From an optimization exercise on the open Yosys and OpenROAD flow, aimed at small area and a short achievable clock period; shortcuts taken in it are not production practice.
Where RTL was checked, it was by simulation tests only, not by an equivalence proof against the original.
Function not checked in runs 6 and 7: the RTL went through the layout flow alone.
Power figures rest on the tool's default switching activity, not on a simulated workload.

## flow/design.v (module list and top-level ports; edited modules follow where they fit)
// module execute_stage: 95 lines
// module ks_add16_co: 210 lines
// module ks_add16: 206 lines
// module ks_sub16_co: 210 lines
// module ks_sub16: 206 lines
// module ex_mem_register: 37 lines
// module memory_stage: 88 lines
// module gate_aoi222: 6 lines
// module gate_aoi22: 6 lines
// module gate_nand4: 6 lines
// module gate_nand3: 6 lines
// module gate_nor2: 6 lines
// module gate_nor3: 6 lines
// module gate_aoi221: 6 lines
// module gate_inv: 6 lines
// module gate_nand2: 6 lines
// module gate_xor2: 6 lines
// module gate_xnor2: 6 lines
// module gate_a21oi: 6 lines
// module gate_o21ai: 6 lines
// module gate_gn_sub: 6 lines
// module gate_g0n_cin_sub: 6 lines
// module gate_ao21: 6 lines
// module exec_mem_top: 85 lines
module exec_mem_top (
    input  logic                i_clock,
    input  logic                i_reset,
    input  cpu_pkg::inst_addr_t i_pc,
    input  logic [3:0]          i_alu_op,
    input  cpu_pkg::data_t      i_operand_a,
    input  cpu_pkg::data_t      i_operand_b,
    input  cpu_pkg::data_t      i_store_data,
    input  logic                i_mem_wr_enable,
    input  cpu_pkg::reg_addr_t  i_reg_wr_addr,
    input  logic                i_reg_wr_enable,
    input  logic [1:0]          i_wb_sel,
    input  logic                i_flush,
    output cpu_pkg::data_t      o_wb_data,
    output cpu_pkg::reg_addr_t  o_wb_reg_addr,
    output logic                o_wb_reg_wr_enable
);
  // ...
==> flow/flow/run.sh <==
#!/bin/bash
set -euo pipefail
export BUFFER_PORTS_ARGS="-buffer_cell sky130_fd_sc_hd__buf_2"
bash standard.sh > standard.log 2>&1
==> flow/standard.sh <==
#!/bin/bash
# synth_recipe.tcl (not shown) runs the flow's synth.tcl, then flattens the netlist and writes it again
# the make line also repeats each setting of config.mk as NAME=value (left out here)
make -C /OpenROAD-flow-scripts/flow DESIGN_CONFIG=/design/flow/config.mk WORK_HOME=/design/flow/orfs CLKGATE_MAP_FILE= SYNTH_SCRIPT=/design/flow/synth_recipe.tcl "${@:-finish}"
==> flow/config.mk <==
export PLATFORM = sky130hd
export DESIGN_NAME = exec_mem_top
export DESIGN_NICKNAME = exec_mem_top
export VERILOG_FILES = /design/flow/design.v
export SDC_FILE = /design/flow/constraint.sdc
export NUM_CORES = 4
export LEC_CHECK = 0
export CAP_MARGIN = 20
export CORE_MARGIN = 2
export CORE_UTILIZATION = 40
export CTS_CLUSTER_DIAMETER = 80
export CTS_CLUSTER_SIZE = 26
export HOLD_SLACK_MARGIN = 0
export SETUP_SLACK_MARGIN = 1.7
export SLEW_MARGIN = 20
export SYNTH_HIERARCHICAL = 1
==> flow/constraint.sdc <==
create_clock -name core_clock -period 4.5 [get_ports {i_clock}]
set_input_delay 0.9000 -clock core_clock [delete_from_list [all_inputs] [get_ports {i_clock}]]
set_output_delay 0.9000 -clock core_clock [all_outputs]
set_load 0.01 [all_outputs]
==> run notes, run 1 <==
outcome=finished clean; crit path max fanout=33; switching share of power=0.2624; data arrival time of the worst path=3.59 ns; CP Capture Point=u_memory_stage.o_wb_data[23]; antenna cells=3; commonest non-fill, non-tap cell in the layout=edfxtp_1; num sequential=2225; CORE AREA=211500 um2; num rows=169; dominant cell type by area after synthesis=edfxtp_1; period utilisation layout=0.6358; Compound-Gate Fraction of Synth Area=0.1204; Pwr top=sequential cells; Largest cell class=registers; combinational family with the most area after synthesis=compound AO/OA/AOI/OAI gates; die height=464.7 um; Reg2Reg Setup Slack=1.64 ns; hold_buf cts=0; Clock Sinks=2225; Well Taps=2821; Post-synth ARST share=0; final net count=5351; max reg flops=a little over 2000; Synth Register Bits=2225; list of most frequent post-synthesis cells=2048 x edfxtp_1, 640 x a222oi_1, 193 x nor2_1, 181 x nand2_1, 177 x dfxtp_1; critical path launch point=u_ex_mem_register.o_word_select[18]; vias in the first global route=47930; worst slew pin tran=1.143 ns; Worst-Skew Late Latency=0.83 ns; RSZ-0062 raised after global routing=true; PostCTS Resize Cnt=43; clock-cell share of area=0.03944; slowest stage delay, CP=0.72 ns; post-CTS setup buffer count=5; DR iter-0 viols=8578; total power=roughly 40 mW; post-synthesis simple-gate area fraction=0.05626; Placed Cells=7833; initial antenna violation count=12; fillers=18340; crit-path leading delay family=simple AND/OR/NAND/NOR gates
==> run 2, diff against run 1 <==
--- a/flow/config.mk
+++ b/flow/config.mk
@@ -11,6 +11,6 @@
 export CTS_CLUSTER_DIAMETER = 80
 export CTS_CLUSTER_SIZE = 26
 export HOLD_SLACK_MARGIN = 0
-export SETUP_SLACK_MARGIN = 1.7
+export SETUP_SLACK_MARGIN = 2.2
 export SLEW_MARGIN = 20
 export SYNTH_HIERARCHICAL = 1
==> run notes, run 2 <==
outcome=finished clean (unchanged); Max Clk Rate=0.3536 GHz (was 0.3495 GHz); commonest non-fill, non-tap cell in the layout=edfxtp_1 (unchanged); DRT Pass-1 Iters=9 (was 7); Reg clk slew, reported paths=0.10 ns (about the same); # IOs=182 (unchanged); CTS buffer count=108 (was 111); syn_nets=4953 (unchanged); Placed Cells=7826 (was 7833); DP HPWL=167000 um (was 165300 um); critical setup path kind=reg -> reg (unchanged); Vias=52400 (was 50960); num rows=169 (unchanged); period utilisation layout=0.6285 (was 0.6358); synthesis-to-layout area growth=16.33% (was 11.72%); largest reg by FF count=u_memory_stage.dmem (unchanged); Clock Path Buffers=3 (unchanged); Clock Skews=0.04152 ns (was 0.09456 ns); Port-buffer cells=181 (unchanged); share of layout cells above drive strength 1=0.2519 (was 0.1893); final net count=5512 (was 5351); dominant cells by area after synthesis=edfxtp_1 72%, a222oi_1 7.5%, dfxtp_1 4.2% (unchanged); Hold Vio Cnt, Final=0 (unchanged); die height=464.7 um (unchanged); leak pwr=31.68 nW (was 30.17 nW); final instance area=98760 um2 (was 94850 um2); post-synthesis cell count=4739 (unchanged); EDFF count, synth=2048 (unchanged); vias per cell=6.370 (was 6.332); drt total wl=277700 um (was 266800 um); overall die width=464.7 um (unchanged); worst slew pin tran=1.093 ns (was 1.143 ns); total track usage=0.2474 (was 0.2394); CTS tree=yes (unchanged); RSZ-0062 raised after global routing=true (unchanged); DP Area=90920 um2 (was 90550 um2); Fin Setup TNS=0 ns (unchanged); Final setup viols=0 (unchanged); post-synthesis sequential area ratio=0.7662 (unchanged); cell area after synthesis=84890 um2 (unchanged); Startpoint Class=flop (unchanged); H-tree Lvls=3 (unchanged); Post-synth ARST share=0 (unchanged); pwr dens=407.4 nW/um2 (was 417.4 nW/um2); Mapped Avg Cell Area=17.91 um2 (unchanged); Synth Register Bits=2225 (unchanged); Worst-Skew Late Latency=0.82 ns (was 0.83 ns); most frequent cell after synthesis=edfxtp_1 (unchanged); fillers=17930 (was 18340); Initial Util=0.4015 (unchanged); required time of the worst setup path=5.21 ns (was 5.22 ns); total grt overflow=0 (unchanged); routed len/inst=33.76 um (was 33.15 um); CP Capture Type=flop (unchanged); gpl congestion=0.9384 (was 0.9592); area share of the largest cell type after synthesis=0.7244 (unchanged); total power=40.23 mW (was 39.59 mW); Clock Sinks=2225 (unchanged); Worst VDD drop=0.3429 mV (was 0.3746 mV); Relative slew margins=0.2717 (was 0.2383); Final Non-Filler Cells=8225 (was 8048); list of most frequent post-synthesis cells=2048 x edfxtp_1, 640 x a222oi_1, 193 x nor2_1, 181 x nand2_1, 177 x dfxtp_1 (unchanged); largest net degree at the start of global routing=65 (unchanged); dominant cell type by area after synthesis=edfxtp_1 (unchanged); DR iter-0 viols=9274 (was 8578); initial antenna violation count=15 (was 12); count of pins over their slew limit=0 (unchanged); CORE AREA=211500 um2 (unchanged); Hold Path Class=in -> reg (unchanged); Die ar.=215900 um2 (unchanged); vias in the first global route=49170 (was 47930); crit path max fanout=8 (was 33); DRC Markers=0 (unchanged); ys flop type=edfxtp_1 (unchanged); max reg flops=2048 (unchanged); top flop regs=u_memory_stage.dmem x2048, u_ex_mem_register.o_word_select x64 (unchanged); Unique masters post-synth=89 (unchanged); most frequent cells in the layout=2048 x edfxtp_1, 640 x a222oi_1, 237 x buf_4 (was 2048 x edfxtp_1, 640 x a222oi_1, 190 x nor2_1); data arrival time of the worst path=3.54 ns (was 3.59 ns); root buf cell=clkbuf_16 (unchanged); minimum clock period=2.828 ns (was 2.861 ns); Synth Warn #=9 (unchanged); Routed Antenna Nets=0 (unchanged); first-pass GRT wire length=381100 um (was 370200 um); max-cap viol count=0 (unchanged)
-- run 2: cell counts after synthesis --
Identical to the previous run, type by type.
-- run 2: modules after synthesis (local to each module, per instance), a selection --
module / flops+latches / times used / cells / area, um2
ex_mem_register: 139 / 1 / 142 / 2808
gate_a21oi: 0 / 44 / 1 / 8.758
gate_ao21: 0 / 32 / 1 / 7.507
gate_aoi22: 0 / 64 / 1 / 12.51
gate_aoi221: 0 / 6 / 1 / 15.01
gate_aoi222: 0 / 640 / 1 / 10.01
gate_g0n_cin_sub: 0 / 1 / 1 / 13.76
gate_gn_sub: 0 / 30 / 1 / 6.256
gate_inv: 0 / 55 / 1 / 3.754
gate_nand2: 0 / 113 / 1 / 3.754
gate_nand3: 0 / 16 / 1 / 5.005
gate_nor3: 0 / 64 / 1 / 10.01
gate_o21ai: 0 / 76 / 1 / 5.005
gate_xnor2: 0 / 64 / 1 / 8.758
gate_xor2: 0 / 60 / 1 / 8.758
ks_sub16_co: 0 / 1 / 1 / 7.507
-- run 2: per-stage QoR --
| step | hold WS (ns) | setup slack (ns) | utilization |
|---|---|---|---|
| floorplan | 0.4057 | 1.297 | - |
| global placement | 0.4114 | 0.3973 | 0.4299 |
| detailed placement | 0.4118 | 0.3330 | 0.4300 |
| CTS | 0.1140 | 1.836 | 0.4604 |
| global route | 0.1456 | 1.738 | 0.4670 |
| finish | 0.1746 | 1.672 | 0.4671 |
-- run 2: what timing repair did --
| item | CTS | global route |
|---|---|---|
| pin swaps | 219 | 184 |
| hold buffers | 0 | 0 |
| resized for setup | 379 | 220 |
| cloned | 10 | 5 |
| buffers inserted | 109 | 59 |
| endpoints found under the setup margin | 937 | 909 |
-- run 2: final cells by class --
type	count	area [um2]	area share
Antenna cell	12	30.03	0.0003041
Multi-Input combinational cell	2310	21070	0.2134
Inverter	125	495.5	0.005017
Tap cell	2821	3530	0.03574
Clock inverter	32	589.3	0.005967
Timing Repair Buffer	528	4803	0.04864
Clock buffer	172	3025	0.03063
Sequential cell	2225	65220	0.6603
-- run 2: final timing paths --
check | cells after the start | endpoint | slack [ns] | start
worst min-delay path | 1 | u_ex_mem_register.o_store_data[2] | 0.17 | i_store_data[2]
worst min register to register | 1 | u_memory_stage.o_wb_reg_addr[0] | 0.43 | u_ex_mem_register.o_reg_wr_addr[0]
worst max register to register | 8 | u_memory_stage.o_wb_data[14] | 1.67 | u_ex_mem_register.o_word_select[21]
worst max-delay path | 8 | u_memory_stage.o_wb_data[14] | 1.67 | u_ex_mem_register.o_word_select[21]
-- run 2: cell families after synthesis --
kind of cell,count (synthesis),share of synthesized area
muxes,110,0.02075
and+or+nand+nor,870,0.05626
buffers and inverters,205,0.01094
DFF,2225,0.7662
AOI/OAI and AO/OA,1112,0.1204
adders and majority gates,70,0.01032
xor gates and xnor gates,147,0.01517
-- run 2: critical path, stage by stage, from the launching register on --
cell and delay (ns):
dfxtp_4 0.36, buf_12 0.13, buf_12 0.15, buf_4 0.15
a222oi_1 0.34, nand4_1 0.46, nor3_4 0.73, nand2_2 0.17
a21o_1 0.20
-- run 2: per-layer routing --
metal | vias up | global-route usage | share of wire
met5 | - | 0 | 0.00028
met4 | 12 | 0.09529 | 0.039
met3 | 398 | 0.04169 | 0.10
met2 | 3055 | 0.3866 | 0.46
met1 | 27330 | 0.3463 | 0.40
li1 | 21600 | - | -
-- run 2: where the power goes --
part / switching [mW] / leakage, nW / total, mW / internal, mW
registers: 0.212 / 19.9 / 23.0 / 22.8
clock network: 6.83 / 1.72 / 11.9 / 5.03
logic: 3.68 / 10.1 / 5.39 / 1.72
total: 10.7 / 31.7 / 40.2 / 29.5
==> run 3, diff against run 2 <==
--- a/flow/config.mk
+++ b/flow/config.mk
@@ -11,6 +11,6 @@
 export CTS_CLUSTER_DIAMETER = 80
 export CTS_CLUSTER_SIZE = 26
 export HOLD_SLACK_MARGIN = 0
-export SETUP_SLACK_MARGIN = 2.2
+export SETUP_SLACK_MARGIN = 2.0
 export SLEW_MARGIN = 20
 export SYNTH_HIERARCHICAL = 1
==> run notes, run 3 <==
outcome=finished clean (unchanged); data arrival time of the worst path=3.34 ns (was 3.54 ns); post-synthesis sequential area ratio=0.7662 (unchanged); CORE AREA=211500 um2 (unchanged); worst hold margin=0.2002 ns (was 0.1746 ns); RSZ-0062 raised after global routing=true (unchanged); cell area after synthesis=84890 um2 (unchanged); leak pwr=31.38 nW (was 31.68 nW); CTS buffer count=108 (unchanged); max-cap viol count=0 (unchanged); largest reg by FF count=u_memory_stage.dmem (unchanged); synthesis-to-layout area growth=15.43% (was 16.33%); Mapped Avg Cell Area=17.91 um2 (unchanged); max reg flops=2048 (unchanged); Reg clk slew, reported paths=0.10 ns (about the same); critical setup path kind=reg -> reg (unchanged); area share of the largest cell type after synthesis=0.7244 (unchanged); vias in the first global route=48480 (was 49170); total grt overflow=0 (unchanged); final net count=5489 (was 5512); period utilisation layout=0.5890 (was 0.6285); first-pass GRT wire length=378200 um (was 381100 um); Clock Sinks=2225 (unchanged); hold_buf cts=0 (unchanged); Final setup viols=0 (unchanged); Routed Antenna Nets=0 (unchanged); DP HPWL=167000 um (about the same); Worst-Skew Late Latency=0.80 ns (was 0.82 ns); CP Capture Type=flop (unchanged); Clock Skews=0.04078 ns (was 0.04152 ns); Post-synth ARST share=0 (unchanged); most frequent cells in the layout=2048 x edfxtp_1, 640 x a222oi_1, 241 x buf_4 (was 2048 x edfxtp_1, 640 x a222oi_1, 237 x buf_4); Fin Setup TNS=0 ns (unchanged); top flop regs=u_memory_stage.dmem x2048, u_ex_mem_register.o_word_select x64 (unchanged); drt total wl=276300 um (was 277700 um); DRT Pass-1 Iters=7 (was 9); Clock Path Buffers=3 (unchanged); post-synthesis cell count=4739 (unchanged); routed len/inst=33.75 um (was 33.76 um); DR iter-0 viols=9684 (was 9274); worst slew pin tran=1.171 ns (was 1.093 ns); Hold Vio Cnt, Final=0 (unchanged); Die ar.=215900 um2 (unchanged); DRC Markers=0 (unchanged); Startpoint Class=flop (unchanged); syn_nets=4953 (unchanged); vias per cell=6.403 (was 6.370); critical path, cell by cell=buf_12 -> buf_12 -> a222oi_1 -> nand4_1 -> nor3_4 -> nand2_2 -> a21o_1 (was buf_12 -> buf_12 -> buf_4 -> a222oi_1 -> nand4_1 -> nor3_4 -> nand2_2 -> a21o_1); Relative slew margins=0.2191 (was 0.2717); pwr dens=407.2 nW/um2 (was 407.4 nW/um2); CP dominant cell by count=buf_12 (unchanged); fillers=18020 (was 17930); slowest stage delay, CP=0.61 ns (was 0.73 ns); dominant cells by area after synthesis=edfxtp_1 72%, a222oi_1 7.5%, dfxtp_1 4.2% (unchanged); Port-buffer cells=181 (unchanged); Max Clk Rate=0.3773 GHz (was 0.3536 GHz); Unique masters post-synth=89 (unchanged); gpl congestion=0.9468 (was 0.9384); Vias=52420 (was 52400); ys flop type=edfxtp_1 (unchanged); CTS tree=yes (unchanged); # IOs=182 (unchanged); Synth Register Bits=2225 (unchanged); largest net degree at the start of global routing=65 (unchanged); num rows=169 (unchanged); count of pins over their slew limit=0 (unchanged); Worst VDD drop=0.3325 mV (was 0.3429 mV); commonest non-fill, non-tap cell in the layout=edfxtp_1 (unchanged); most frequent cell after synthesis=edfxtp_1 (unchanged); Initial Util=0.4015 (unchanged); crit path max fanout=8 (unchanged); dominant cell type by area after synthesis=edfxtp_1 (unchanged); Synth Warn #=9 (unchanged); share of layout cells above drive strength 1=0.2384 (was 0.2519); minimum clock period=2.650 ns (was 2.828 ns); EDFF count, synth=2048 (unchanged); H-tree Lvls=3 (unchanged); list of most frequent post-synthesis cells=2048 x edfxtp_1, 640 x a222oi_1, 193 x nor2_1, 181 x nand2_1, 177 x dfxtp_1 (unchanged); total track usage=0.2456 (was 0.2474); CP max-delay cell=nor3_4 (unchanged); die height=464.7 um (unchanged); Hold Path Class=in -> reg (unchanged); initial antenna violation count=16 (was 15); overall die width=464.7 um (unchanged); required time of the worst setup path=5.19 ns (was 5.21 ns); root buf cell=clkbuf_16 (unchanged)
## run 3: cell counts after synthesis
No cell type changed its count.
## run 3: path summary, 6_finish.rpt
path,cells after the start,from,slack (ns),endpoint
worst max-delay path,7,u_ex_mem_register.o_word_select[27],1.85,u_memory_stage.o_wb_data[26]
worst min-delay path,1,i_store_data[0],0.20,u_ex_mem_register.o_store_data[0]
worst max register to register,7,u_ex_mem_register.o_word_select[27],1.85,u_memory_stage.o_wb_data[26]
worst min register to register,1,u_ex_mem_register.o_reg_wr_addr[1],0.44,u_memory_stage.o_wb_reg_addr[1]
## run 3: area by class of cell
| class | count | area (um2) | share of cell area |
|---|---|---|---|
| timing repair buffer | 505 | 4553 | 0.04646 |
| inverter | 125 | 504.2 | 0.005146 |
| multi-input combinational | 2310 | 20620 | 0.2105 |
| clock inverter | 33 | 556.8 | 0.005682 |
| sequential | 2225 | 65180 | 0.6651 |
| antenna | 6 | 15.01 | 0.0001532 |
| clock buffer | 162 | 3033 | 0.03095 |
| tap | 2821 | 3530 | 0.03602 |
## run 3: worst max-delay path, delay by kind of cell, from the launching register on
family	cells	cell delay [ns]
and+or+nand+nor	3	1.27
AOI/OAI and AO/OA	2	0.60
buffers and inverters	2	0.30
DFF	1	0.37
## run 3: repair_timing
| item | CTS | global route |
|---|---|---|
| pin swaps | 85 | 123 |
| cloned | 6 | 10 |
| setup buffers | 41 | 62 |
| setup endpoints to repair | 2018 | 100 |
| resized for setup | 209 | 256 |
## run 3: per-layer routing
metal  GRT usage  up-vias  part of all wire
li1            -    21540                 -
met1      0.3412    27310              0.39
met2      0.3903     3144              0.47
met3     0.03616      422              0.10
met4     0.09593        8             0.044
met5           0        -           0.00018
## run 3: through the flow
stage	util	instances	power (mW)	worst slack [ns]	area [um2]
floorplan	-	4739	25.45	1.296	85430
global placement	0.4306	7863	27.84	0.3208	91060
detailed placement	0.4307	7864	27.89	0.2627	91080
CTS	0.4545	8106	39.68	1.872	96110
global route	0.4634	8184	40.85	1.863	97990
finish	0.4634	8187	39.90	1.850	97990
## run 3: logic make-up (layout without fill, tap and decap cells)
kind of cell,Yosys count,after routing,synth area share
DFF,2225,2225,0.7662
AOI/OAI and AO/OA,1112,1112,0.1204
and+or+nand+nor,870,871,0.05626
buffers and inverters,205,825,0.01094
xor gates and xnor gates,147,147,0.01517
muxes,110,110,0.02075
adders and majority gates,70,70,0.01032
other,0,6,0
## run 3: per-module statistics from Yosys (local to each module, per instance), a selection
module            cells  flip-flops and latches  cell area [um2]
gate_inv              1                       0            3.754
gate_aoi222           1                       0            10.01
gate_xor2             1                       0            8.758
gate_ao21             1                       0            7.507
gate_a21oi            1                       0            8.758
gate_nand4            1                       0            6.256
gate_nand2            1                       0            3.754
gate_o21ai            1                       0            5.005
gate_gn_sub           1                       0            6.256
gate_nor3             1                       0            10.01
ex_mem_register     142                     139             2808
gate_g0n_cin_sub      1                       0            13.76
gate_aoi221           1                       0            15.01
gate_nand3            1                       0            5.005
## run 3: power breakdown
| part | internal [mW] | leakage (nW) | switching (mW) |
|---|---|---|---|
| Sequential | 22.8 | 19.9 | 0.274 |
| Clock | 5.06 | 1.71 | 6.71 |
| Combinational | 1.61 | 9.78 | 3.48 |
==> run 4, diff against run 3 <==
--- a/flow/config.mk
+++ b/flow/config.mk
@@ -14,3 +14,4 @@
 export SETUP_SLACK_MARGIN = 2.0
 export SLEW_MARGIN = 20
 export SYNTH_HIERARCHICAL = 1
+export TNS_END_PERCENT = 10
==> run notes, run 4 <==
post-synthesis cell count=4739 (unchanged); Synth Register Bits=2225 (unchanged); Mapped Avg Cell Area=17.91 um2 (unchanged); footprint of the multi-input gates=19750 um2 (was 20620 um2); dominant cell type by area after synthesis=edfxtp_1 (unchanged); vias per cell=6.369 (was 6.403); crit path max fanout=6 (was 8); Placed Cells=7852 (was 7864); routed len/inst=33.49 um (was 33.75 um); Final setup viols=0 (unchanged); top flop regs=u_memory_stage.dmem x2048, u_ex_mem_register.o_word_select x64 (unchanged); Worst VDD drop=0.3599 mV (was 0.3325 mV); critical path, cell by cell=buf_12 -> buf_4 -> a222oi_1 -> nand4_1 -> nor3_4 -> nand2_2 -> a21o_1 (was buf_12 -> buf_12 -> a222oi_1 -> nand4_1 -> nor3_4 -> nand2_2 -> a21o_1); DR iter-0 viols=9675 (was 9684); total grt overflow=0 (unchanged); max reg flops=2048 (unchanged); period utilisation layout=0.6266 (was 0.5890); CP Capture Type=flop (unchanged); dominant cells by area after synthesis=edfxtp_1 72%, a222oi_1 7.5%, dfxtp_1 4.2% (unchanged); Startpoint Class=flop (unchanged); DP HPWL=165800 um (was 167000 um); post-synthesis sequential area ratio=0.7662 (unchanged); crit-path leading delay family=simple AND/OR/NAND/NOR gates (unchanged); num rows=169 (unchanged); initial antenna violation count=7 (was 16); cell area after synthesis=84890 um2 (unchanged); Reg2Reg Setup Slack=1.68 ns (was 1.85 ns); Buf/Inv on CP=2 (unchanged); area share of the largest cell type after synthesis=0.7244 (unchanged); CTS buffer count=108 (unchanged); hold_buf cts=0 (unchanged); largest reg by FF count=u_memory_stage.dmem (unchanged); Critical R2R Capture=u_memory_stage.o_wb_data[28] (was u_memory_stage.o_wb_data[26]); commonest non-fill, non-tap cell in the layout=edfxtp_1 (unchanged); Hold Vio Cnt, Final=0 (unchanged); Fin Setup TNS=0 ns (unchanged); largest net degree at the start of global routing=65 (unchanged); worst hold path endpoint=u_ex_mem_register.o_store_data[25] (was u_ex_mem_register.o_store_data[0]); die height=464.7 um (unchanged); drt total wl=271200 um (was 276300 um); root buf cell=clkbuf_16 (unchanged); worst reg2reg path depth=7 (unchanged); required time of the worst setup path=5.19 ns (about the same); Hold Path Class=in -> reg (unchanged); CTS tree=yes (unchanged); Initial Util=0.4015 (unchanged); gpl congestion=0.9571 (was 0.9468); Max Clk Rate=0.3547 GHz (was 0.3773 GHz); worst reg2reg startpoint=u_ex_mem_register.o_word_select[27] (unchanged); CP max-delay cell=nor3_4 (unchanged); max-cap viol count=0 (unchanged); CORE AREA=211500 um2 (unchanged); Synth Warn #=9 (unchanged); Relative slew margins=0.2322 (was 0.2191); critical path launch point=u_ex_mem_register.o_word_select[27] (unchanged); Reg clk slew, reported paths=0.10 ns (about the same); hold path cells=1 (unchanged); most frequent cells in the layout=2048 x edfxtp_1, 640 x a222oi_1, 206 x buf_4 (was 2048 x edfxtp_1, 640 x a222oi_1, 241 x buf_4); final net count=5406 (was 5489); Clock Sinks=2225 (unchanged); list of most frequent post-synthesis cells=2048 x edfxtp_1, 640 x a222oi_1, 193 x nor2_1, 181 x nand2_1, 177 x dfxtp_1 (unchanged); total track usage=0.2437 (was 0.2456); register area=65170 um2 (was 65180 um2); overall die width=464.7 um (unchanged); most frequent cell after synthesis=edfxtp_1 (unchanged); vias in the first global route=48300 (was 48480); worst slew pin tran=1.152 ns (was 1.171 ns); fillers=18150 (was 18020); Vias=51570 (was 52420); outcome=finished clean (unchanged); RSZ-0062 raised after global routing=true (unchanged); ys flop type=edfxtp_1 (unchanged); syn_nets=4953 (unchanged); Worst-Skew Late Latency=0.81 ns (was 0.80 ns); Port-buffer cells=181 (unchanged); count of pins over their slew limit=0 (unchanged); critical setup path kind=reg -> reg (unchanged); share of layout cells above drive strength 1=0.2027 (was 0.2384); DRT Pass-1 Iters=7 (unchanged); first-pass GRT wire length=376100 um (was 378200 um); leak pwr=30.57 nW (was 31.38 nW); Clock Path Buffers=3 (unchanged); Post-synth ARST share=0 (unchanged); hold path start=i_store_data[25] (was i_store_data[0]); synthesis-to-layout area growth=12.86% (was 15.43%); data arrival time of the worst path=3.51 ns (was 3.34 ns); Routed Antenna Nets=0 (unchanged); # IOs=182 (unchanged); Final Non-Filler Cells=8097 (was 8187); pwr dens=410.4 nW/um2 (was 407.2 nW/um2); H-tree Lvls=3 (unchanged); EDFF count, synth=2048 (unchanged); DRC Markers=0 (unchanged); Clock Skews=0.06118 ns (was 0.04078 ns); slowest stage delay, CP=0.67 ns (was 0.61 ns); minimum clock period=2.820 ns (was 2.650 ns); Unique masters post-synth=89 (unchanged); Die ar.=215900 um2 (unchanged)
==> run 4: worst max-delay path by stage <==
stage,to,slack [ns],cells after the start
2_1_floorplan,u_ex_mem_register.o_word_select[20],1.29,12
3_3_place_gp,u_ex_mem_register.o_word_select[49],0.43,11
3_5_place_dp,u_ex_mem_register.o_word_select[55],0.39,11
4_1_cts,u_memory_stage.dmem[1339],1.74,2
5_1_grt,u_memory_stage.dmem[1044],1.69,2
6_report,u_memory_stage.o_wb_data[28],1.68,7
==> run 4: cells by family after synthesis <==
kind of cell | count (synthesis) | share of synthesized area
compound gates | 1112 | 0.1204
xor+xnor | 147 | 0.01517
fa+ha+maj | 70 | 0.01032
buf+inv | 205 | 0.01094
flops | 2225 | 0.7662
mux | 110 | 0.02075
simple gates | 870 | 0.05626
==> run 4: cell type report <==
class / count / share of cell area
flip-flops and latches: 2225 / 0.6802
multi-input cells: 2309 / 0.2062
well taps: 2821 / 0.03684
repair buffers: 423 / 0.03551
clock buffers: 160 / 0.03124
clock inverters: 31 / 0.005015
inverters: 125 / 0.004989
diodes: 3 / 0.00007835
==> run 4: modules after synthesis (local to each module, per instance), a selection <==
module | area [um2] | cells | copies in the design
gate_g0n_cin_sub | 13.76 | 1 | 1
gate_aoi222 | 10.01 | 1 | 640
gate_xnor2 | 8.758 | 1 | 64
ks_sub16_co | 7.507 | 1 | 1
gate_nand3 | 5.005 | 1 | 16
gate_nor2 | 3.754 | 1 | 108
gate_inv | 3.754 | 1 | 55
==> run 4: routing by layer <==
layer  vias up  share of wire  track usage
met4         2          0.045      0.09696
met5         -       0.000044            0
met2      2978           0.46       0.3832
met3       390          0.094      0.03170
met1     26880           0.40       0.3442
li1      21320              -            -
==> run 4: power breakdown <==
part	switching [mW]	internal, mW	total (mW)
registers	0.227	22.8	23.0
logic	3.35	1.41	4.76
clock network	6.71	4.84	11.6
total	10.3	29.0	39.3
==> run 4: repair_timing <==
item | CTS | global route
resized for setup | 237 | 2
buffers inserted | 41 | 0
setup endpoints to repair | 1476 | 1266
pin swaps | 127 | 0
cloned | 10 | 0
==> run 4: stage by stage <==
step	setup slack, ns	utilization	hold WS, ns	cell area (um2)	power, mW
after global routing	1.695	0.4531	0.1373	95810	40.28
after detailed placement	0.3925	0.4287	0.4120	90640	27.78
after floorplan	1.294	-	0.4057	85070	25.42
final	1.680	0.4531	0.1882	95810	39.32
after global placement	0.4325	0.4287	0.4172	90640	27.74
after CTS	1.745	0.4531	0.1141	95800	39.41
==> run 5, diff against run 4 <==
--- a/flow/config.mk
+++ b/flow/config.mk
@@ -11,7 +11,7 @@
 export CTS_CLUSTER_DIAMETER = 80
 export CTS_CLUSTER_SIZE = 26
 export HOLD_SLACK_MARGIN = 0
+export PLACE_DENSITY = 0.75
 export SETUP_SLACK_MARGIN = 2.0
 export SLEW_MARGIN = 20
 export SYNTH_HIERARCHICAL = 1
-export TNS_END_PERCENT = 10
==> run notes, run 5 <==
RSZ-0062 raised after global routing=true (unchanged); CP Depth=7 (unchanged); DRC Markers=0 (unchanged); largest reg by FF count=u_memory_stage.dmem (unchanged); Synth Warn #=9 (unchanged); max reg flops=2048 (unchanged); slowest stage delay, CP=0.69 ns (was 0.67 ns); worst reg2reg startpoint=u_ex_mem_register.o_word_select[18] (was u_ex_mem_register.o_word_select[27]); Critical R2R Capture=u_memory_stage.o_wb_data[23] (was u_memory_stage.o_wb_data[28]); Hold Path Class=in -> reg (unchanged); Clock Sinks=2225 (unchanged); minimum clock period=2.779 ns (was 2.820 ns); Fin Setup TNS=0 ns (unchanged); Die ar.=215900 um2 (unchanged); total grt overflow=0 (unchanged); outcome=finished clean (unchanged); routed len/inst=32.23 um (was 33.49 um); met1 Use GR=0.3102 (was 0.3442); most frequent cell after synthesis=edfxtp_1 (unchanged); Post-synth ARST share=0 (unchanged); CP Capture Point=u_memory_stage.o_wb_data[23] (was u_memory_stage.o_wb_data[28]); Clock Path Buffers=3 (unchanged); root buf cell=clkbuf_16 (unchanged); ys flop type=edfxtp_1 (unchanged); post-synthesis cell count=4739 (unchanged); Startpoint Class=flop (unchanged); most frequent cells in the layout=2048 x edfxtp_1, 640 x a222oi_1, 208 x buf_4 (was 2048 x edfxtp_1, 640 x a222oi_1, 206 x buf_4); # IOs=182 (unchanged); Reg clk slew, reported paths=0.10 ns (about the same); drt total wl=261700 um (was 271200 um); first-pass GRT wire length=363300 um (was 376100 um); CORE AREA=211500 um2 (unchanged); leak pwr=30.79 nW (was 30.57 nW); data arrival time of the worst path=3.44 ns (was 3.51 ns); CTS tree=yes (unchanged); Routed Antenna Nets=0 (unchanged); period utilisation layout=0.6176 (was 0.6266); DRT Pass-1 Iters=10 (was 7); required time of the worst setup path=5.16 ns (was 5.19 ns); met3 Use GR=0.04624 (was 0.03170); dominant cells by area after synthesis=edfxtp_1 72%, a222oi_1 7.5%, dfxtp_1 4.2% (unchanged); pwr dens=402.7 nW/um2 (was 410.4 nW/um2); vias per cell=6.474 (was 6.369); dominant cell type by area after synthesis=edfxtp_1 (unchanged); DP HPWL=159600 um (was 165800 um); Relative slew margins=0.2652 (was 0.2322); Clock Skews=0.04386 ns (was 0.06118 ns); Worst VDD drop=0.4511 mV (was 0.3599 mV); gpl congestion=0.9691 (was 0.9571); CTS buffer count=103 (was 108); Post-Synth Adder-Cell Area=0.01032 (unchanged); Mapped Avg Cell Area=17.91 um2 (unchanged); total track usage=0.2323 (was 0.2437); Synth Area in XOR/XNOR=0.01517 (unchanged); list of most frequent post-synthesis cells=2048 x edfxtp_1, 640 x a222oi_1, 193 x nor2_1, 181 x nand2_1, 177 x dfxtp_1 (unchanged); Max Clk Rate=0.3598 GHz (was 0.3547 GHz); post-synthesis simple-gate area fraction=0.05626 (unchanged); commonest non-fill, non-tap cell in the layout=edfxtp_1 (unchanged); Unique masters post-synth=89 (unchanged); num rows=169 (unchanged); hold_buf cts=0 (unchanged); mux share of post-synthesis cell area=0.02075 (unchanged); Hold Vio Cnt, Final=0 (unchanged); vias in the first global route=48960 (was 48300); post-synthesis sequential area ratio=0.7662 (unchanged); overall die width=464.7 um (unchanged); area share of the largest cell type after synthesis=0.7244 (unchanged); Port-buffer cells=181 (unchanged); initial antenna violation count=12 (was 7); Synth Register Bits=2225 (unchanged); CP Capture Type=flop (unchanged); largest net degree at the start of global routing=65 (unchanged); crit path max fanout=3 (was 6); Final setup viols=0 (unchanged); worst hold margin=0.2010 ns (was 0.1882 ns); final net count=5422 (was 5406); Initial Util=0.4015 (unchanged); EDFF count, synth=2048 (unchanged); count of pins over their slew limit=0 (unchanged); Worst-Skew Late Latency=0.79 ns (was 0.81 ns); crit-path leading delay family=simple AND/OR/NAND/NOR gates (unchanged); Buf/Inv on CP=2 (unchanged); DR iter-0 viols=11430 (was 9675); critical setup path kind=reg -> reg (unchanged); synthesis-to-layout area growth=13.75% (was 12.86%); syn_nets=4953 (unchanged); worst slew pin tran=1.097 ns (was 1.152 ns); H-tree Lvls=3 (unchanged); Compound-Gate Fraction of Synth Area=0.1204 (unchanged); GR peak layer=met2 (unchanged); combinational family with the most area after synthesis=compound AO/OA/AOI/OAI gates (unchanged); max-cap viol count=0 (unchanged); die height=464.7 um (unchanged); Vias=52570 (was 51570); critical path, cell by cell=buf_12 -> buf_6 -> a222oi_1 -> nand4_1 -> nor3_4 -> nand2_1 -> a21o_4 (was buf_12 -> buf_4 -> a222oi_1 -> nand4_1 -> nor3_4 -> nand2_2 -> a21o_1); Reg2Reg Setup Slack=1.72 ns (was 1.68 ns); cell area after synthesis=84890 um2 (unchanged); top flop regs=u_memory_stage.dmem x2048, u_ex_mem_register.o_word_select x64 (unchanged); met2 GRT Util=0.3686 (was 0.3832); critical path launch point=u_ex_mem_register.o_word_select[18] (was u_ex_mem_register.o_word_select[27]); share of layout cells above drive strength 1=0.2093 (was 0.2027); worst reg2reg path depth=7 (unchanged); CP max-delay cell=nor3_4 (unchanged)
run 5: cell counts after synthesis:
No cell type changed its count.
run 5: stage by stage:
stage	area [um2]	utilization	power [mW]	std cells	setup slack (ns)
final	96570	0.4567	38.89	8120	1.721
after floorplan	85430	-	25.45	4739	1.296
after global placement	90830	0.4296	27.62	7837	0.3678
after global routing	96550	0.4566	39.70	8111	1.774
after CTS	95340	0.4509	38.56	8057	1.829
after detailed placement	90830	0.4296	27.69	7837	0.4749
run 5: cell families after synthesis:
group,after synthesis
AO/OA/AOI/OAI,1112
AND/OR/NAND/NOR,870
adder cells (fa/ha/maj),70
flip-flops,2225
multiplexers,110
XOR/XNOR,147
buffers and inverters,205
run 5: what timing repair did:
item                                     CTS  global route
gates resized for setup                  209           167
pin swaps                                 99           122
endpoints found under the setup margin  1283           103
cloned                                     9             4
buffers inserted                          25            49
run 5: Yosys stat by module (local to each module, per instance), a selection:
module,copies in the design,cells
gate_nand3,16,1
gate_a21oi,44,1
gate_nand2,113,1
gate_ao21,32,1
gate_aoi221,6,1
ks_sub16_co,1,1
run 5: cell type report:
type / instances / area (um2)
clock buffer: 168 / 2863
clock inverter: 18 / 315.3
inverter: 125 / 491.7
fill: 17720 / 114900
timing repair buffer: 444 / 3771
multi-input combinational: 2309 / 20450
sequential: 2225 / 65120
tap: 2821 / 3530
antenna: 10 / 25.02
run 5: worst min-delay path by stage:
| stage | startpoint | depth (start not counted) | slack, ns | to |
|---|---|---|---|---|
| floorplan | u_ex_mem_register.o_reg_wr_addr[0] | 1 | 0.41 | u_memory_stage.o_wb_reg_addr[0] |
| global placement | u_ex_mem_register.o_reg_wr_addr[3] | 1 | 0.42 | u_memory_stage.o_wb_reg_addr[3] |
| detailed placement | u_ex_mem_register.o_reg_wr_addr[0] | 1 | 0.42 | u_memory_stage.o_wb_reg_addr[0] |
| CTS | i_store_data[18] | 1 | 0.15 | u_ex_mem_register.o_store_data[18] |
| global route | i_store_data[0] | 1 | 0.18 | u_ex_mem_register.o_store_data[0] |
| finish | i_store_data[18] | 1 | 0.20 | u_ex_mem_register.o_store_data[18] |
run 5: power by group:
group          total (mW)  leakage, nW  switching (mW)  internal (mW)
Sequential           23.0         19.9           0.189           22.8
Clock                11.0         1.51            6.43           4.53
Combinational        4.96         9.41            3.45           1.51
run 5: per-layer routing:
metal  vias up  routed length, um
met5         -                 46
met1     26590              93680
met3       491              33040
met4         6              13820
li1      21410                  -
met2      4074             121100
==> module execute_stage, before the edit <==
module execute_stage #(
    parameter int unsigned SPLIT = 16        
) (
    input  logic [3:0]          i_alu_op,       
    input  cpu_pkg::data_t      i_operand_a,    
    input  cpu_pkg::data_t      i_operand_b,    
    input  cpu_pkg::inst_addr_t i_pc,
    input  logic [1:0]          i_wb_sel,
    output cpu_pkg::data_t      o_result,       
    output logic                o_carry,        
    output logic                o_lt_from_sum,  
    output logic [cpu_pkg::DMEM_DEPTH-1:0] o_word_select    
);
    logic [2:0]     op;                      
    logic           is_add;
    logic           is_sub;
    logic           is_slt;
    logic           link;
    logic [15:0]    add_lo;
    logic [15:0]    sub_lo;
    logic           add_carry;
    logic           sub_carry;
    logic [15:0]    add_hi;
    logic [15:0]    sub_hi;
    logic [SPLIT:0] pc_lo;
    logic           signs_differ;
    logic           pick_add;                
    logic           pick_sub;                
    cpu_pkg::data_t shift_left;
    cpu_pkg::data_t shift_right;
    cpu_pkg::data_t other;                   
    cpu_pkg::data_t alu;                     
    logic [5:0]     index;                   
    logic [5:0]     index_n;
    logic [7:0]     low_n;                   
    logic [7:0]     high_n;                  
    assign op       = i_alu_op[3] ? 3'd0 : i_alu_op[2:0];
    assign is_add   = (op == 3'd0);
    assign is_sub   = (op == 3'd1);
    assign is_slt   = (op == 3'd7);
    assign link     = (i_wb_sel == cpu_pkg::WB_PC_PLUS4);
    ks_add16_co u_add_lo (.i_a (i_operand_a[15:0]),  .i_b (i_operand_b[15:0]),  .o_sum (add_lo), .o_cout (add_carry));
    ks_add16    u_add_hi (.i_a (i_operand_a[31:16]), .i_b (i_operand_b[31:16]), .o_sum (add_hi));
    ks_sub16_co u_sub_lo (.i_a (i_operand_a[15:0]),  .i_b (i_operand_b[15:0]),  .o_sum (sub_lo), .o_cout (sub_carry));
    ks_sub16    u_sub_hi (.i_a (i_operand_a[31:16]), .i_b (i_operand_b[31:16]), .o_sum (sub_hi));
    assign pc_lo = {1'b0, i_pc[SPLIT-1:0]} + cpu_pkg::PC_STEP;
    assign signs_differ = i_operand_a[31] ^ i_operand_b[31];
    assign shift_left  = i_operand_a << i_operand_b[4:0];
    assign shift_right = i_operand_a >> i_operand_b[4:0];
    assign pick_add = is_add;
    assign pick_sub = is_sub | (is_slt & ~signs_differ);
    always_comb begin
        case (op)
            3'd2:    other = i_operand_a & i_operand_b;
            3'd3:    other = i_operand_a | i_operand_b;
            3'd4:    other = i_operand_a ^ i_operand_b;
            3'd5:    other = shift_left;
            3'd6:    other = shift_right;
            3'd7:    other = {31'd0, signs_differ & i_operand_a[31]};
            default: other = '0;
        endcase
    end
    assign alu = ({32{pick_add}} & {add_hi, add_lo})
               | ({32{pick_sub}} & {sub_hi, sub_lo})
               | other;
    for (genvar j = 0; j < 6; j++) begin : g_index
        gate_aoi221 u_index (
            .a1 (is_add), .a2 (add_lo[j+2]),
            .b1 (is_sub), .b2 (sub_lo[j+2]),
            .c1 (other[j+2]),
            .y  (index_n[j])
        );
        gate_inv u_index_p (.a (index_n[j]), .y (index[j]));
    end
    for (genvar k = 0; k < 8; k++) begin : g_decode
        gate_nand3 u_low (
            .a (k[0] ? index[0] : index_n[0]),
            .b (k[1] ? index[1] : index_n[1]),
            .c (k[2] ? index[2] : index_n[2]),
            .y (low_n[k])
        );
        gate_nand3 u_high (
            .a (k[0] ? index[3] : index_n[3]),
            .b (k[1] ? index[4] : index_n[4]),
            .c (k[2] ? index[5] : index_n[5]),
            .y (high_n[k])
        );
    end
    for (genvar i = 0; i < cpu_pkg::DMEM_DEPTH; i++) begin : g_select
        gate_nor2 u_word (.a (low_n[i % 8]), .b (high_n[i / 8]), .y (o_word_select[i]));
    end
    assign o_result      = link ? {i_pc[31:SPLIT], pc_lo[SPLIT-1:0]} : alu;
    assign o_carry       = link ? pc_lo[SPLIT] : ((pick_add & add_carry) | (pick_sub & sub_carry));
    assign o_lt_from_sum = !link && is_slt && !signs_differ;
endmodule
==> module memory_stage, before the edit <==
module memory_stage #(
    parameter int unsigned SPLIT = 16
) (
    input  logic                i_clock,
    input  logic                i_reset,
    input  logic                i_killed,             
    input  cpu_pkg::data_t      i_result,
    input  logic                i_carry,
    input  logic                i_lt_from_sum,
    input  logic [cpu_pkg::DMEM_DEPTH-1:0] i_word_select,    
    input  cpu_pkg::data_t      i_store_data,
    input  logic                i_mem_wr_enable,
    input  cpu_pkg::reg_addr_t  i_reg_wr_addr,
    input  logic                i_reg_wr_enable,
    input  logic                i_load,
    output cpu_pkg::data_t      o_wb_data,
    output cpu_pkg::reg_addr_t  o_wb_reg_addr,
    output logic                o_wb_reg_wr_enable
);
    localparam int unsigned HI = cpu_pkg::DATA_WIDTH - SPLIT;
    logic [cpu_pkg::DMEM_DEPTH-1:0][cpu_pkg::DATA_WIDTH-1:0] dmem;
    cpu_pkg::data_t                 load_data;
    logic [HI-1:0]                  result_hi;
    cpu_pkg::data_t                 result;
    logic                           clear;
    logic                           load_pick;
    cpu_pkg::data_t                 result_pick;
    cpu_pkg::data_t                 wb_data_next;
    assign result_hi = i_result[31:SPLIT] + {{(HI-1){1'b0}}, i_carry};
    assign result    = i_lt_from_sum ? {31'd0, result_hi[HI-1]}
                                     : {result_hi, i_result[SPLIT-1:0]};
    for (genvar b = 0; b < cpu_pkg::DATA_WIDTH; b++) begin : g_read
        logic [21:0] level1;                 
        logic [5:0]  level2;                 
        logic [1:0]  level3;                 
        for (genvar g = 0; g < 20; g++) begin : g_l1
            gate_aoi222 u_aoi (
                .a1 (i_word_select[3*g]),   .a2 (dmem[3*g][b]),
                .b1 (i_word_select[3*g+1]), .b2 (dmem[3*g+1][b]),
                .c1 (i_word_select[3*g+2]), .c2 (dmem[3*g+2][b]),
                .y  (level1[g])
            );
        end
        for (genvar g = 20; g < 22; g++) begin : g_l1b
            gate_aoi22 u_aoi (
                .a1 (i_word_select[60+2*(g-20)]),   .a2 (dmem[60+2*(g-20)][b]),
                .b1 (i_word_select[60+2*(g-20)+1]), .b2 (dmem[60+2*(g-20)+1][b]),
                .y  (level1[g])
            );
        end
        for (genvar g = 0; g < 5; g++) begin : g_l2
            gate_nand4 u_nand (
                .a (level1[4*g]), .b (level1[4*g+1]), .c (level1[4*g+2]), .d (level1[4*g+3]),
                .y (level2[g])
            );
        end
        gate_nand2 u_l2 (.a (level1[20]), .b (level1[21]), .y (level2[5]));
        gate_nor3 u_l3a (.a (level2[0]), .b (level2[1]), .c (level2[2]), .y (level3[0]));
        gate_nor3 u_l3b (.a (level2[3]), .b (level2[4]), .c (level2[5]), .y (level3[1]));
        gate_nand2 u_l4 (.a (level3[0]), .b (level3[1]), .y (load_data[b]));
    end
    always_ff @(posedge i_clock) begin
        for (int i = 0; i < cpu_pkg::DMEM_DEPTH; i++) begin
            if (i_mem_wr_enable && i_word_select[i]) begin
                dmem[i] <= i_store_data;
            end
        end
    end
    assign clear = i_reset | i_killed;
    assign load_pick   = i_load & ~clear;
    assign result_pick = result & {cpu_pkg::DATA_WIDTH{~i_load & ~clear}};
    for (genvar b = 0; b < cpu_pkg::DATA_WIDTH; b++) begin : g_wb
        gate_ao21 u_pick (
            .a1 (load_data[b]), .a2 (load_pick), .b1 (result_pick[b]),
            .y  (wb_data_next[b])
        );
    end
    always_ff @(posedge i_clock) begin
        o_wb_data <= wb_data_next;
        if (clear) begin
            o_wb_reg_addr      <= '0;
            o_wb_reg_wr_enable <= 1'b0;
        end else begin
            o_wb_reg_addr      <= i_reg_wr_addr;
            o_wb_reg_wr_enable <= i_reg_wr_enable;
        end
    end
endmodule
==> run 6, diff against run 5 <==
--- a/flow/design.v
+++ b/flow/design.v
@@ -95,10 +95,29 @@
                | ({32{pick_sub}} & {sub_hi, sub_lo})
                | other;
     for (genvar j = 0; j < 6; j++) begin : g_index
+        logic bit_and;
+        logic bit_or;
+        logic bit_xor;
+        logic logic_n;                       
+        logic left_n;                        
+        logic right_n;                       
+        logic other_bit;
+        assign bit_and = i_operand_a[j+2] & i_operand_b[j+2];
+        assign bit_or  = i_operand_a[j+2] | i_operand_b[j+2];
+        assign bit_xor = i_operand_a[j+2] ^ i_operand_b[j+2];
+        gate_aoi222 u_logic (
+            .a1 (op == 3'd2), .a2 (bit_and),
+            .b1 (op == 3'd3), .b2 (bit_or),
+            .c1 (op == 3'd4), .c2 (bit_xor),
+            .y  (logic_n)
+        );
+        gate_nand2 u_left (.a (op == 3'd5), .b (shift_left[j+2]), .y (left_n));
+        gate_nand2 u_right (.a (op == 3'd6), .b (shift_right[j+2]), .y (right_n));
+        gate_nand3 u_other (.a (logic_n), .b (left_n), .c (right_n), .y (other_bit));
         gate_aoi221 u_index (
             .a1 (is_add), .a2 (add_lo[j+2]),
             .b1 (is_sub), .b2 (sub_lo[j+2]),
-            .c1 (other[j+2]),
+            .c1 (other_bit),
             .y  (index_n[j])
         );
         gate_inv u_index_p (.a (index_n[j]), .y (index[j]));
@@ -1034,7 +1053,7 @@
         logic [21:0] level1;                 
         logic [5:0]  level2;                 
         logic [1:0]  level3;                 
-        for (genvar g = 0; g < 20; g++) begin : g_l1
+        for (genvar g = 0; g < 21; g++) begin : g_l1
             gate_aoi222 u_aoi (
                 .a1 (i_word_select[3*g]),   .a2 (dmem[3*g][b]),
                 .b1 (i_word_select[3*g+1]), .b2 (dmem[3*g+1][b]),
@@ -1042,13 +1061,7 @@
                 .y  (level1[g])
             );
         end
-        for (genvar g = 20; g < 22; g++) begin : g_l1b
-            gate_aoi22 u_aoi (
-                .a1 (i_word_select[60+2*(g-20)]),   .a2 (dmem[60+2*(g-20)][b]),
-                .b1 (i_word_select[60+2*(g-20)+1]), .b2 (dmem[60+2*(g-20)+1][b]),
-                .y  (level1[g])
-            );
-        end
+        gate_nand2 u_l1 (.a (i_word_select[63]), .b (dmem[63][b]), .y (level1[21]));
         for (genvar g = 0; g < 5; g++) begin : g_l2
             gate_nand4 u_nand (
                 .a (level1[4*g]), .b (level1[4*g+1]), .c (level1[4*g+2]), .d (level1[4*g+3]),
@@ -1094,12 +1107,6 @@
 );
     assign y = ~((a1 & a2) | (b1 & b2) | (c1 & c2));
 endmodule
-module gate_aoi22 (
-    input  logic a1, a2, b1, b2,
-    output logic y
-);
-    assign y = ~((a1 & a2) | (b1 & b2));
-endmodule
 module gate_nand4 (
     input  logic a, b, c, d,
     output logic y
--- a/flow/config.mk
+++ b/flow/config.mk
@@ -11,7 +11,6 @@
 export CTS_CLUSTER_DIAMETER = 80
 export CTS_CLUSTER_SIZE = 26
 export HOLD_SLACK_MARGIN = 0
-export PLACE_DENSITY = 0.75
 export SETUP_SLACK_MARGIN = 2.0
 export SLEW_MARGIN = 20
 export SYNTH_HIERARCHICAL = 1
==> run notes, run 6 <==
outcome=finished clean (unchanged); initial antenna violation count=17 (was 12); fillers=17960 (was 17720); Clock Skews=0.05886 ns (was 0.04386 ns); CORE AREA=209800 um2 (was 211500 um2); count of pins over their slew limit=0 (unchanged); top flop regs=u_memory_stage.dmem x2048, u_ex_mem_register.o_word_select x64 (unchanged); hold path start=i_store_data[30] (was i_store_data[18]); mux share of post-synthesis cell area=0.02238 (was 0.02075); num rows=168 (was 169); critical setup path kind=in -> reg (was reg -> reg); dominant cell type by area after synthesis=edfxtp_1 (unchanged); post-synthesis cell count=4746 (was 4739); Vias=52650 (was 52570); vias in the first global route=48990 (was 48960); post-synthesis simple-gate area fraction=0.05894 (was 0.05626); Worst-Skew Late Latency=0.81 ns (was 0.79 ns); met1 Use GR=0.3571 (was 0.3102); Final Non-Filler Cells=8213 (was 8120); leak pwr=31.57 nW (was 30.79 nW); Placed Cells=7839 (was 7837); die height=463.8 um (was 464.7 um); list of most frequent post-synthesis cells=2048 x edfxtp_1, 678 x a222oi_1, 240 x nand2_1, 180 x nor2_1, 177 x dfxtp_1 (was 2048 x edfxtp_1, 640 x a222oi_1, 193 x nor2_1, 181 x nand2_1, 177 x dfxtp_1); gpl congestion=0.9381 (was 0.9691); Synth Warn #=9 (unchanged); Hold Vio Cnt, Final=0 (unchanged); DRT Pass-1 Iters=10 (unchanged); Critical R2R Capture=u_memory_stage.o_wb_data[7] (was u_memory_stage.o_wb_data[23]); Relative slew margins=0.2516 (was 0.2652); RSZ-0062 raised after global routing=true (unchanged); H-tree Lvls=3 (unchanged); data arrival time of the worst path=3.48 ns (was 3.44 ns); Mapped Avg Cell Area=17.82 um2 (was 17.91 um2); worst reg2reg path depth=6 (was 7); final net count=5532 (was 5422); synthesis-to-layout area growth=15.45% (was 13.75%); Post-Synth Adder-Cell Area=0.01036 (was 0.01032); Unique masters post-synth=82 (was 89); Max Clk Rate=0.3609 GHz (was 0.3598 GHz); EDFF count, synth=2048 (unchanged); minimum clock period=2.771 ns (was 2.779 ns); Synth Register Bits=2225 (unchanged); Fin Setup TNS=0 ns (unchanged); Post-synth ARST share=0 (unchanged); worst hold path endpoint=u_ex_mem_register.o_store_data[30] (was u_ex_mem_register.o_store_data[18]); required time of the worst setup path=5.21 ns (was 5.16 ns); Synth Area in XOR/XNOR=0.01522 (was 0.01517); post-synthesis sequential area ratio=0.7691 (was 0.7662); dominant cells by area after synthesis=edfxtp_1 73%, a222oi_1 8.0%, dfxtp_1 4.2% (was edfxtp_1 72%, a222oi_1 7.5%, dfxtp_1 4.2%); DP HPWL=167800 um (was 159600 um); slowest stage delay, CP=0.58 ns (was 0.69 ns); CP dominant cell by count=buf_6; combinational family with the most area after synthesis=compound AO/OA/AOI/OAI gates (unchanged); Routed Antenna Nets=0 (unchanged); Clock Sinks=2225 (unchanged); Clock Path Buffers=3 (unchanged); DR iter-0 viols=9542 (was 11430); CTS tree=yes (unchanged); met2 GRT Util=0.4010 (was 0.3686); total track usage=0.2495 (was 0.2323); Final setup viols=0 (unchanged); area share of the largest cell type after synthesis=0.7272 (was 0.7244); vias per cell=6.411 (was 6.474); # IOs=182 (unchanged); ys flop type=edfxtp_1 (unchanged); routed len/inst=33.92 um (was 32.23 um); crit path max fanout=8 (was 3); GR peak layer=met2 (unchanged); root buf cell=clkbuf_16 (unchanged); hold path cells=1 (unchanged); cell area after synthesis=84570 um2 (was 84890 um2); overall die width=463.8 um (was 464.7 um); critical path, cell by cell=buf_16 -> buf_12 -> buf_6 -> mux4_2 -> mux2_4 -> a21o_1 -> or2_4 -> nand2_2 -> nand3_2 -> a221oi_2 -> buf_6 -> buf_6 -> nand3_4 -> nor2_4 (was buf_12 -> buf_6 -> a222oi_1 -> nand4_1 -> nor3_4 -> nand2_1 -> a21o_4); largest net degree at the start of global routing=65 (unchanged); total grt overflow=0 (unchanged); drt total wl=278600 um (was 261700 um); Startpoint Class=input port (was flop); met3 Use GR=0.03111 (was 0.04624); Compound-Gate Fraction of Synth Area=0.1135 (was 0.1204); Port-buffer cells=181 (unchanged); hold_buf cts=0 (unchanged); CTS buffer count=106 (was 103); commonest non-fill, non-tap cell in the layout=edfxtp_1 (unchanged); Worst VDD drop=0.3557 mV (was 0.4511 mV); most frequent cell after synthesis=edfxtp_1 (unchanged); syn_nets=4960 (was 4953); CP Capture Type=flop (unchanged); first-pass GRT wire length=382600 um (was 363300 um); max-cap viol count=0 (unchanged); max reg flops=2048 (unchanged); CP max-delay cell=mux4_2 (was nor3_4); share of layout cells above drive strength 1=0.2284 (was 0.2093); Reg2Reg Setup Slack=1.77 ns (was 1.72 ns); largest reg by FF count=u_memory_stage.dmem (unchanged); worst slew pin tran=1.123 ns (was 1.097 ns); Initial Util=0.4032 (was 0.4015); worst reg2reg startpoint=u_ex_mem_register.o_word_select[29] (was u_ex_mem_register.o_word_select[18]); pwr dens=406.5 nW/um2 (was 402.7 nW/um2); period utilisation layout=0.6157 (was 0.6176); Hold Path Class=in -> reg (unchanged); most frequent cells in the layout=2048 x edfxtp_1, 678 x a222oi_1, 252 x buf_4 (was 2048 x edfxtp_1, 640 x a222oi_1, 208 x buf_4); Reg clk slew, reported paths=0.09 ns (was 0.10 ns); DRC Markers=0 (unchanged); Die ar.=215100 um2 (was 215900 um2)
## run 6: worst max-delay path by stage
| stage | startpoint | to | slack [ns] | cells after the start |
|---|---|---|---|---|
| finish | i_operand_b[0] | u_ex_mem_register.o_word_select[49] | 1.73 | 14 |
| global route | i_operand_b[0] | u_ex_mem_register.o_word_select[49] | 1.70 | 14 |
| CTS | u_ex_mem_register.o_word_select[29] | u_memory_stage.o_wb_data[7] | 1.82 | 6 |
| detailed placement | i_operand_b[0] | u_ex_mem_register.o_word_select[44] | 0.24 | 12 |
| global placement | i_operand_b[0] | u_ex_mem_register.o_word_select[42] | 0.28 | 12 |
| floorplan | i_operand_b[0] | u_ex_mem_register.o_word_select[18] | 1.16 | 12 |
## run 6: layout make-up
class                   count  area, um2  share of cell area
flip-flops and latches   2225      65220              0.6679
repair buffers            540       4773             0.04889
inverters                 139      560.5            0.005741
multi-input cells        2306      20170              0.2065
diodes                     10      25.02           0.0002563
well taps                2805       3510             0.03594
clock inverters            29      464.2            0.004754
clock buffers             159       2924             0.02995
## run 6: repair_timing
item                       4_1_cts  5_1_grt
setup endpoints to repair      982      299
cloned                          12        2
pin swaps                      203      134
resized for setup              331      129
setup buffers                  124       37
## run 6: kinds of logic after synthesis
kind of cell,after synthesis
buf+inv,215
flops,2225
xor+xnor,147
fa+ha+maj,70
mux,107
compound gates,1061
simple gates,921
## run 6: metrics by stage
step | util | instance area, um2 | power, mW | worst slack, ns | hold slack, ns
final | 0.4654 | 97640 | 39.69 | 1.729 | 0.1980
after detailed placement | 0.4320 | 90620 | 27.93 | 0.2390 | 0.4152
after floorplan | - | 85100 | 25.47 | 1.161 | 0.4057
after CTS | 0.4613 | 96770 | 39.57 | 1.816 | 0.1454
after global placement | 0.4320 | 90620 | 27.89 | 0.2827 | 0.4112
after global routing | 0.4654 | 97630 | 40.61 | 1.701 | 0.1588
## run 6: power breakdown
group,switching (mW),total [mW],internal (mW)
Combinational,3.58,5.24,1.66
Clock,6.62,11.4,4.80
Sequential,0.261,23.0,22.8
## run 6: routing by layer
metal / up-vias / part of all wire
met1: 27430 / 0.40
met2: 3244 / 0.47
met5: - / 0.00039
met3: 361 / 0.10
met4: 12 / 0.034
li1: 21610 / -
## run 6: per-module statistics from Yosys (local to each module, per instance), a selection
module | cells inside | area (um2) | times used | flip-flops and latches
gate_o21ai | 1 | 5.005 | 76 | 0
gate_aoi222 | 1 | 10.01 | 678 | 0
ex_mem_register | 142 | 2808 | 1 | 139
gate_nand2 | 1 | 3.754 | 157 | 0
gate_inv | 1 | 3.754 | 55 | 0
ks_sub16_co | 1 | 7.507 | 1 | 0
gate_nor3 | 1 | 10.01 | 64 | 0
gate_nor2 | 1 | 3.754 | 108 | 0
gate_nand3 | 1 | 5.005 | 22 | 0
gate_gn_sub | 1 | 6.256 | 30 | 0
gate_xnor2 | 1 | 8.758 | 64 | 0
gate_nand4 | 1 | 6.256 | 160 | 0
gate_g0n_cin_sub | 1 | 13.76 | 1 | 0
## run 6: worst max-delay path, delay by kind of cell
kind / cells / cell delay (ns)
AO/OA/AOI/OAI: 2 / 0.41
buffers and inverters: 5 / 0.65
AND/OR/NAND/NOR: 5 / 0.63
multiplexers: 2 / 0.88
==> run 7, diff against run 6 <==
--- a/flow/config.mk
+++ b/flow/config.mk
@@ -11,6 +11,7 @@
 export CTS_CLUSTER_DIAMETER = 80
 export CTS_CLUSTER_SIZE = 26
 export HOLD_SLACK_MARGIN = 0
+export PLACE_DENSITY = 0.75
 export SETUP_SLACK_MARGIN = 2.0
 export SLEW_MARGIN = 20
 export SYNTH_HIERARCHICAL = 1
==> run notes, run 7 <==
DR iter-0 viols=11610 (was 9542); Mapped Avg Cell Area=17.82 um2 (unchanged); pwr dens=404.7 nW/um2 (was 406.5 nW/um2); drt total wl=261300 um (was 278600 um); combinational family with the most area after synthesis=compound AO/OA/AOI/OAI gates (unchanged); hold_buf cts=0 (unchanged); DP HPWL=161900 um (was 167800 um); GR peak layer=met2 (unchanged); num rows=168 (unchanged); Unique masters post-synth=82 (unchanged); CORE AREA=209800 um2 (unchanged); Post-synth ARST share=0 (unchanged); Initial Util=0.4032 (unchanged); total power=39.06 mW (was 39.69 mW); initial antenna violation count=23 (was 17); Critical R2R Capture=u_memory_stage.o_wb_data[27] (was u_memory_stage.o_wb_data[7]); overall die width=463.8 um (unchanged); Synth Register Bits=2225 (unchanged); total grt overflow=0 (unchanged); share of power burned in registers=0.589 (was 0.580); largest net degree at the start of global routing=65 (unchanged); switching share of power=0.2589 (was 0.2637); Logic pwr share=0.127 (was 0.132); gpl congestion=1.006 (was 0.9381); Synth Warn #=9 (unchanged); Max Clk Rate=0.3630 GHz (was 0.3609 GHz); Vias=52940 (was 52650); post-synthesis cell count=4746 (unchanged); commonest non-fill, non-tap cell in the layout=edfxtp_1 (unchanged); count of pins over their slew limit=0 (unchanged); slowest stage delay, CP=0.59 ns (was 0.58 ns); worst reg2reg path depth=7 (was 6); minimum clock period=2.755 ns (was 2.771 ns); crit-path leading delay family=multiplexers (unchanged); Placed Cells=7855 (was 7839); Fin Setup TNS=0 ns (unchanged); syn_nets=4960 (unchanged); Reg clk slew, reported paths=0.10 ns (was 0.09 ns); worst reg2reg startpoint=u_ex_mem_register.o_word_select[23] (was u_ex_mem_register.o_word_select[29]); post-synthesis simple-gate area fraction=0.05894 (unchanged); final net count=5471 (was 5532); EDFF count, synth=2048 (unchanged); vias per cell=6.501 (was 6.411); Startpoint Class=input port (unchanged); worst slew pin tran=1.234 ns (was 1.123 ns); Worst-Skew Late Latency=0.78 ns (was 0.81 ns); Relative slew margins=0.1742 (was 0.2516); max-cap viol count=0 (unchanged); Clock Skews=0.04844 ns (was 0.05886 ns); CP Depth=12 (was 14); dominant cells by area after synthesis=edfxtp_1 73%, a222oi_1 8.0%, dfxtp_1 4.2% (unchanged); area share of the largest cell type after synthesis=0.7272 (unchanged); Reg2Reg Setup Slack=1.76 ns (was 1.77 ns); H-tree Lvls=3 (unchanged); Hold Path Class=in -> reg (unchanged); first-pass GRT wire length=363200 um (was 382600 um); die height=463.8 um (unchanged); share of layout cells above drive strength 1=0.2110 (was 0.2284); net load switching power=10.11 mW (was 10.47 mW); RSZ-0062 raised after global routing=true (unchanged); CTS buffer count=104 (was 106); list of most frequent post-synthesis cells=2048 x edfxtp_1, 678 x a222oi_1, 240 x nand2_1, 180 x nor2_1, 177 x dfxtp_1 (unchanged); routed len/inst=32.09 um (was 33.92 um); critical path launch point=i_operand_b[0] (unchanged); cell area after synthesis=84570 um2 (unchanged); required time of the worst setup path=5.19 ns (was 5.21 ns); synthesis-to-layout area growth=14.10% (was 15.45%); Final Non-Filler Cells=8143 (was 8213); Die ar.=215100 um2 (unchanged); ys flop type=edfxtp_1 (unchanged); crit path max fanout=8 (unchanged); Clock Path Buffers=3 (unchanged); CTS tree=yes (unchanged); Post-Synth Adder-Cell Area=0.01036 (unchanged); met3 Use GR=0.05363 (was 0.03111); max reg flops=2048 (unchanged); total track usage=0.2322 (was 0.2495); CP dominant cell by count=mux4_2 (was buf_6); Port-buffer cells=181 (unchanged); Clock power frac=0.284 (was 0.288); outcome=finished clean (unchanged); mux share of post-synthesis cell area=0.02238 (unchanged); leak pwr=31.08 nW (was 31.57 nW); Hold Vio Cnt, Final=0 (unchanged); Clock Sinks=2225 (unchanged); CP Capture Type=flop (unchanged); CP max-delay cell=mux4_2 (unchanged); CP Capture Point=u_ex_mem_register.o_word_select[58] (was u_ex_mem_register.o_word_select[49]); most frequent cell after synthesis=edfxtp_1 (unchanged); met2 GRT Util=0.3617 (was 0.4010); met1 Use GR=0.3110 (was 0.3571); Compound-Gate Fraction of Synth Area=0.1135 (unchanged); Worst VDD drop=0.3341 mV (was 0.3557 mV); data arrival time of the worst path=3.45 ns (was 3.48 ns); DRT Pass-1 Iters=10 (unchanged); dominant cell type by area after synthesis=edfxtp_1 (unchanged); critical path, cell by cell=buf_16 -> mux4_2 -> buf_6 -> mux4_2 -> a21oi_4 -> inv_1 -> nand2_1 -> nand3_2 -> a221oi_4 -> buf_12 -> nand3_4 -> nor2_1 (was buf_16 -> buf_12 -> buf_6 -> mux4_2 -> mux2_4 -> a21o_1 -> or2_4 -> nand2_2 -> nand3_2 -> a221oi_2 -> buf_6 -> buf_6 -> nand3_4 -> nor2_4); period utilisation layout=0.6123 (was 0.6157); critical setup path kind=in -> reg (unchanged); Synth Area in XOR/XNOR=0.01522 (unchanged); post-synthesis sequential area ratio=0.7691 (unchanged); largest reg by FF count=u_memory_stage.dmem (unchanged); most frequent cells in the layout=2048 x edfxtp_1, 678 x a222oi_1, 255 x buf_4 (was 2048 x edfxtp_1, 678 x a222oi_1, 252 x buf_4); vias in the first global route=49420 (was 48990); # IOs=182 (unchanged); Routed Antenna Nets=0 (unchanged); Buf/Inv on CP=4 (was 5); top flop regs=u_memory_stage.dmem x2048, u_ex_mem_register.o_word_select x64 (unchanged); root buf cell=clkbuf_16 (unchanged); Int Pwr=28.94 mW (was 29.23 mW); DRC Markers=0 (unchanged); Final setup viols=0 (unchanged)
[run 7: final cells by class]
cell class | count | area [um2]
fillers | 17480 | 113300
flip-flops and latches | 2225 | 65190
multi-input cells | 2306 | 20080
repair buffers | 481 | 3869
well taps | 2805 | 3510
clock buffers | 158 | 2868
inverters | 139 | 555.5
clock inverters | 18 | 411.6
diodes | 11 | 27.53
[run 7: what timing repair did]
item	4_1_cts	5_1_grt
buffers inserted	50	44
cloned	6	1
hold endpoints to repair	0	0
gates resized for setup	248	126
pin swaps	68	99
setup endpoints to repair	2019	104
[run 7: logic make-up after synthesis]
group,after synthesis
muxes,107
adders and majority gates,70
buffers and inverters,215
and+or+nand+nor,921
AOI/OAI and AO/OA,1061
xor gates and xnor gates,147
DFF,2225
[run 7: through the flow]
step / hold WS (ns) / instance area [um2] / setup WS, ns / util
2_1_floorplan: 0.4057 / 85100 / 1.161 / -
3_3_place_gp: 0.4077 / 90700 / 0.4709 / 0.4324
3_5_place_dp: 0.4162 / 90710 / 0.4532 / 0.4324
4_1_cts: 0.1688 / 95580 / 1.840 / 0.4556
5_1_grt: 0.1930 / 96480 / 1.720 / 0.4599
6_report: 0.2128 / 96500 / 1.745 / 0.4600
[run 7: power by group through the flow]
stage / clock, mW / sequential, mW / combinational (mW)
detailed placement: 0 / 23.5 / 4.25
floorplan: 0 / 23.6 / 1.88
finish: 11.1 / 23.0 / 4.96
global placement: 0 / 23.5 / 4.18
global route: 11.8 / 23.0 / 5.02
CTS: 11.1 / 23.0 / 4.62
[run 7: layer usage]
layer	vias up	part of all wire
met5	-	0.00052
met4	20	0.052
met3	587	0.14
met2	4292	0.45
met1	26570	0.35
li1	21470	-
[run 7: how the worst min path moves through the flow]
stage / start / endpoint / cells after the start
after floorplan: u_ex_mem_register.o_reg_wr_addr[0] / u_memory_stage.o_wb_reg_addr[0] / 1
after global placement: u_ex_mem_register.o_reg_wr_addr[2] / u_memory_stage.o_wb_reg_addr[2] / 1
after detailed placement: u_ex_mem_register.o_reg_wr_addr[3] / u_memory_stage.o_wb_reg_addr[3] / 1
after CTS: i_store_data[16] / u_ex_mem_register.o_store_data[16] / 1
after global routing: i_store_data[6] / u_ex_mem_register.o_store_data[6] / 1
final: i_store_data[16] / u_ex_mem_register.o_store_data[16] / 1
[run 7: worst register-to-register path, cell delays in order (launching register included)]
cell and delay (ns):
dfxtp_4 0.41, buf_6 0.14, buf_6 0.11, a222oi_1 0.38, nand4_1 0.39, nor3_4 0.76, nand2_1 0.19, a21o_1 0.24
[run 7: Yosys stat by module (local to each module, per instance), a selection]
module	cell area (um2)	cells
gate_aoi222	10.01	1
gate_o21ai	5.005	1
gate_nand3	5.005	1
gate_nor3	10.01	1
ks_sub16_co	7.507	1
ex_mem_register	2808	142

Setup slack of run 7, layout unchanged: 1.745 ns with ideal ports, 1.651 ns with driving cells assumed (clock clkbuf_16, inputs buf_2), 0.803 ns with port delays also shifted by the 0.847 ns mid clock arrival.
